From an optimization exercise on the open Yosys and OpenROAD flow, aimed at small area; shortcuts taken in it are not production practice.
In this exercise RTL edits were held to simulation tests only and were not proved equivalent to the original.
Power and IR drop assume default switching activity.

Setup of umber:
Design id_part, start of the top module:
module id_part (
  input  wire logic        clk,
  input  wire logic        rst,
  input  wire logic [31:0] PC,
  input  wire logic [31:0] IR,
  input  wire logic [31:0] Din,
  input  wire logic        WE,
  input  wire logic [4:0]  RW,
  output logic      [31:0] PCOut,
  output logic      [31:0] IROut,
  output logic      [31:0] signal,
  output logic      [31:0] R1,
  output logic      [31:0] R2,
  output logic      [31:0] R1Data,
  output logic      [31:0] R2Data,
  output logic      [31:0] RWOut
);
  localparam logic [5:0] c_OP_RTYPE = 6'h00, c_OP_J    = 6'h02, c_OP_JAL  = 6'h03;
  localparam logic [5:0] c_OP_BEQ   = 6'h04, c_OP_BNE  = 6'h05;
  localparam logic [5:0] c_OP_ADDI  = 6'h08, c_OP_ADDIU = 6'h09, c_OP_SLTI = 6'h0A;
  localparam logic [5:0] c_OP_SLTIU = 6'h0B, c_OP_ANDI = 6'h0C, c_OP_ORI  = 6'h0D;
  localparam logic [5:0] c_OP_XORI  = 6'h0E, c_OP_LUI  = 6'h0F;
  localparam logic [5:0] c_OP_LB    = 6'h20, c_OP_LH   = 6'h21, c_OP_LW   = 6'h23;
  localparam logic [5:0] c_OP_LBU   = 6'h24, c_OP_LHU  = 6'h25;
  localparam logic [5:0] c_OP_SB    = 6'h28, c_OP_SH   = 6'h29, c_OP_SW   = 6'h2B;
  localparam logic [1:0] c_SZ_WORD = 2'b00, c_SZ_HALF = 2'b01, c_SZ_BYTE = 2'b10;
  logic [5:0] w_op, w_funct;
  logic [4:0] w_rs, w_rt, w_rd;
  logic [4:0] w_r1, w_r2, w_rw;
  logic [3:0] w_aluop;
  logic       w_regwrite, w_memread, w_memwrite, w_alusrcimm, w_immzext;
  logic       w_beq, w_bne, w_jump, w_jumpreg, w_link, w_shamt, w_syscall;
  logic [1:0] w_memsize;
  logic       w_memsext;
  logic       w_wr_en;
  assign w_op    = IR[31:26];
  assign w_rs    = IR[25:21];
  assign w_rt    = IR[20:16];
  assign w_rd    = IR[15:11];
  assign w_funct = IR[5:0];
  always_comb begin
    w_r1 = 5'd0; w_r2 = 5'd0; w_rw = 5'd0; w_aluop = 4'd0;
    w_regwrite = 1'b0; w_memread = 1'b0; w_memwrite = 1'b0;
    w_alusrcimm = 1'b0; w_immzext = 1'b0; w_beq = 1'b0; w_bne = 1'b0;
    w_jump = 1'b0; w_jumpreg = 1'b0; w_link = 1'b0; w_shamt = 1'b0;
    w_syscall = 1'b0; w_memsize = c_SZ_WORD; w_memsext = 1'b0;
    case (w_op)
      c_OP_RTYPE: begin
        case (w_funct)
  ...
Size: about 4500 cells after synthesis, ~360 I/O pins.
==> flow/config.mk <==
export PLATFORM = sky130hd
export DESIGN_NAME = id_part
export DESIGN_NICKNAME = id_part
export VERILOG_FILES = /design/flow/design.v
export SDC_FILE = /design/flow/constraint.sdc
export NUM_CORES = 4
export LEC_CHECK = 0
export CAP_MARGIN = 20
export CORE_MARGIN = 2
export CORE_UTILIZATION = 50
export SETUP_SLACK_MARGIN = 0.1
export SLEW_MARGIN = 20
export SYNTH_HIERARCHICAL = 1
export SYNTH_MINIMUM_KEEP_SIZE = 0
==> flow/constraint.sdc <==
create_clock -name core_clock -period 9.0 [get_ports {clk}]
set_input_delay 1.8000 -clock core_clock [delete_from_list [all_inputs] [get_ports {clk}]]
set_output_delay 1.8000 -clock core_clock [all_outputs]
set_load 0.01 [all_outputs]
standard.sh (not shown) runs the stock make flow with config.mk's settings and CLKGATE_MAP_FILE= SYNTH_SCRIPT=/design/flow/synth_recipe.tcl, a recipe that flattens the netlist after the stock synthesis.
==> flow/flow/run.sh <==
#!/bin/bash
# The standard ORFS layout, with these changes: port buffers use the smallest
# buffer (buf_1); constant outputs share one tie cell; clock tree synthesis
# uses clkbuf_8 with larger sink clusters and inserts no dummy loads.
set -euo pipefail
export BUFFER_PORTS_ARGS="-buffer_cell sky130_fd_sc_hd__buf_1"
export SKIP_REPAIR_TIE_FANOUT=1
export CTS_ARGS="-sink_clustering_enable -repair_clock_nets -dont_use_dummy_load -buf_list sky130_fd_sc_hd__clkbuf_8 -sink_clustering_size 15 -sink_clustering_max_diameter 60"
bash standard.sh finish > standard.log 2>&1
> inputs changed (umber -> pepper)
- SETUP_SLACK_MARGIN: 0.1 -> 0.05
- SLEW_MARGIN: 20 -> 10
- CAP_MARGIN: 20 -> 10
## What came out
- On sequential cell area, pepper and umber are basically level.
- Compared with umber, pepper shows a higher worst slack at placement.
- Going from umber to pepper, setup slack higher; data arrival time at the worst-slack endpoint lower; final sum of negative setup slack roughly the same; sum of routed wire length over all layers roughly the same.
- The estimated wirelength of the detail-placed design on umber is in line with that on pepper.
## Diff of input files: indigo against pepper
- CAP_MARGIN: 10 -> 20
- SLEW_MARGIN: 10 -> 20
- SETUP_SLACK_MARGIN: 0.05 -> 0.1
==> flow/flow/run.sh <==
#!/bin/bash
# The standard ORFS layout, with two changes: port buffers use the smallest
# buffer (buf_1), and clock tree synthesis uses clkbuf_4/clkbuf_8 and inserts
# no dummy loads.
set -euo pipefail
export BUFFER_PORTS_ARGS="-buffer_cell sky130_fd_sc_hd__buf_1"
export CTS_ARGS="-sink_clustering_enable -repair_clock_nets -dont_use_dummy_load -buf_list {sky130_fd_sc_hd__clkbuf_4 sky130_fd_sc_hd__clkbuf_8}"
bash standard.sh finish > standard.log 2>&1
### Flow results
- Number of logic stages on the critical path including buffering, indigo and pepper, higher one = indigo.
- Summary of the comparison: first-pass GRT wire length is lower in indigo, relative to pepper.
- Final worst-path cycle share ended up 0.48 points lower on indigo than on pepper.
- | final worst hold slack | indigo vs pepper | 0.0048 ns lower |
- Compared with pepper, indigo shows a TritonCTS buffer count that is about 90% higher.
- Higher fraction of area in registers goes to pepper over indigo.
- Between indigo and pepper, the global-route usage is higher for pepper.
- Sort indigo and pepper by routed wire length asc -> top: indigo
- Compared with pepper, in indigo final cell count grew by about 3%; routed length on met2 saw an increase.

== ember ==
Another version of the RTL of id_part (not shown whole).
For scale: ~4,500 cells after synthesis, about 0.041 sq mm of cells after synthesis.
Settings: LEC_CHECK=0, CAP_MARGIN=10, CORE_MARGIN=2, CORE_UTILIZATION=50, SETUP_SLACK_MARGIN=0.05, SLEW_MARGIN=10, SYNTH_HIERARCHICAL=1, SYNTH_MINIMUM_KEEP_SIZE=0; clock period 9.0 ns.
==> flow/flow/run.sh <==
#!/bin/bash
# The standard ORFS layout, with these changes: the register file's hold
# gates use o21ai_0 after synthesis; port buffers use the smallest buffer
# (buf_1); constant outputs share one tie cell; clock tree synthesis uses
# clkbuf_8 with sink clusters of up to 15 and inserts no dummy loads.
set -euo pipefail
export BUFFER_PORTS_ARGS="-buffer_cell sky130_fd_sc_hd__buf_1"
export SKIP_REPAIR_TIE_FANOUT=1
export CTS_ARGS="-sink_clustering_enable -repair_clock_nets -dont_use_dummy_load -buf_list sky130_fd_sc_hd__clkbuf_8 -sink_clustering_size 15 -sink_clustering_max_diameter 60"
bash standard.sh synth > standard_synth.log 2>&1
res=orfs/results/sky130hd/id_part/base
SYNTH_ODB=$res/1_synth.odb openroad -no_init -exit flow/swap_o21ai.tcl > swap.log 2>&1
touch $res/1_synth.sdc
bash standard.sh finish > standard.log 2>&1
==> flow/flow/swap_o21ai.tcl <==
# Use o21ai_0 (same area as o21ai_1, lower input capacitance) for the
# register file's hold gates (the o21ai cells that drive a flip-flop's D
# pin), which load the high-fanout row and column nets.
read_db $::env(SYNTH_ODB)
set db [ord::get_db]
set m0 [$db findMaster sky130_fd_sc_hd__o21ai_0]
set n 0
foreach inst [[ord::get_db_block] getInsts] {
  if {[[$inst getMaster] getName] ne "sky130_fd_sc_hd__o21ai_1"} continue
  set net [[$inst findITerm Y] getNet]
  if {$net eq "NULL" || $net eq ""} continue
  set to_d 0
  foreach it [$net getITerms] {
    if {[[$it getMTerm] getName] eq "D" && [string match "sky130_fd_sc_hd__dfxtp*" [[[$it getInst] getMaster] getName]]} { set to_d 1 }
  }
  if {$to_d} { $inst swapMaster $m0; incr n }
}
puts "swapped $n instances to o21ai_0"
write_db $::env(SYNTH_ODB)
## Diff of input files: violet against ember
diff --git a/flow/flow/run.sh b/flow/flow/run.sh
--- a/flow/flow/run.sh
+++ b/flow/flow/run.sh
@@ -3,8 +3,10 @@
 # gates use o21ai_0 after synthesis; port buffers use the smallest buffer
 # (buf_1); constant outputs share one tie cell; clock tree synthesis uses
-# clkbuf_8 with sink clusters of up to 15 and inserts no dummy loads.
+# clkbuf_8 with sink clusters of up to 15 and inserts no dummy loads; after
+# global routing, gates off the critical paths are downsized (power recovery).
 set -euo pipefail
 export BUFFER_PORTS_ARGS="-buffer_cell sky130_fd_sc_hd__buf_1"
 export SKIP_REPAIR_TIE_FANOUT=1
+export RECOVER_POWER=100
 export CTS_ARGS="-sink_clustering_enable -repair_clock_nets -dont_use_dummy_load -buf_list sky130_fd_sc_hd__clkbuf_8 -sink_clustering_size 15 -sink_clustering_max_diameter 60"
 bash standard.sh synth > standard_synth.log 2>&1
Results
- violet finished all stages; however, its layout fails the closing checks, the failures being max-capacitance violations, max-slew violations.
- Static leakage for violet is lower than for ember.
- Delta (violet minus ember): design area decreased by 0.85% relative to the old numbers; detailed-routed wire length on met3 held; layout overhead on the synthesized area went down by 0.93 points.
- The lower power per unit of standard cell area of violet and ember is in ember.
- As far as part of the total power dissipated in sequential elements is concerned, violet and ember perform about the same.
The following lists how raven was set up differently from violet:
Settings: CORE_UTILIZATION now 45, was 50.
diff --git a/flow/flow/run.sh b/flow/flow/run.sh
--- a/flow/flow/run.sh
+++ b/flow/flow/run.sh
@@ -3,10 +3,8 @@
 # gates use o21ai_0 after synthesis; port buffers use the smallest buffer
 # (buf_1); constant outputs share one tie cell; clock tree synthesis uses
-# clkbuf_8 with sink clusters of up to 15 and inserts no dummy loads; after
-# global routing, gates off the critical paths are downsized (power recovery).
+# clkbuf_8 with sink clusters of up to 15 and inserts no dummy loads.
 set -euo pipefail
 export BUFFER_PORTS_ARGS="-buffer_cell sky130_fd_sc_hd__buf_1"
 export SKIP_REPAIR_TIE_FANOUT=1
-export RECOVER_POWER=100
 export CTS_ARGS="-sink_clustering_enable -repair_clock_nets -dont_use_dummy_load -buf_list sky130_fd_sc_hd__clkbuf_8 -sink_clustering_size 15 -sink_clustering_max_diameter 60"
 bash standard.sh synth > standard_synth.log 2>&1
Findings:
Proportion of cell area occupied by registers (lower): raven
Summary of the comparison: core utilization is lower in raven, relative to violet.
Cmp raven vs violet: filler cell count higher in raven
raven reached the final stage; the timing, DRC and antenna checks on its layout passed.
Cell count ends up higher on raven.
Per the comparison of raven with violet, final hold violation count neither gained nor lost much; die area picked up an extra 0.0091 sq mm; sum of buffers and inverters on the critical path picked up an extra 1; overall routing resource usage lost 4.1 points; worst hold slack after final layout neither gained nor lost much.

[re-timing with driven ports]
No port has a modelled driver above. Below, the same layouts with a new extraction and two added sets of constraints.
Step 1 (the two cells are an assumption about what drives the block):
set clk [get_ports {clk}]
set_driving_cell -lib_cell sky130_fd_sc_hd__clkbuf_16 $clk
set_driving_cell -lib_cell sky130_fd_sc_hd__buf_2 [delete_from_list [all_inputs] $clk]
Step 2 times the ports against the registers' clock, not the clock port: input delays grow and output delays shrink by t, the midpoint of the rising clock arrivals with the driver on.
a / b / c = ideal ports / drivers / drivers and shift; a / b = the first two.
run	t, ns	setup WS [ns]	worst setup path at the end	clock arrival spread, ns	worst slew at a driven data input, ns
umber	0.777	0.258 / 0.234 / 0.234	input to output	0.088 / 0.088	0.12
pepper	0.771	0.370 / 0.344 / 0.344	input to output	0.094 / 0.094	0.12
indigo	0.885	0.414 / 0.393 / 0.393	input to output	0.088 / 0.089	0.09
ember	0.768	0.821 / 0.796 / 0.796	input to output	0.109 / 0.110	0.16
violet	0.768	0.494 / 0.474 / 0.474	input to output	0.103 / 0.102	0.16
raven	0.748	0.747 / 0.720 / 0.720	input to output	0.110 / 0.109	0.16
For raven, which loses most, drivers alone change the setup slack by -0.027 ns; drivers and shift together by -0.027 ns.
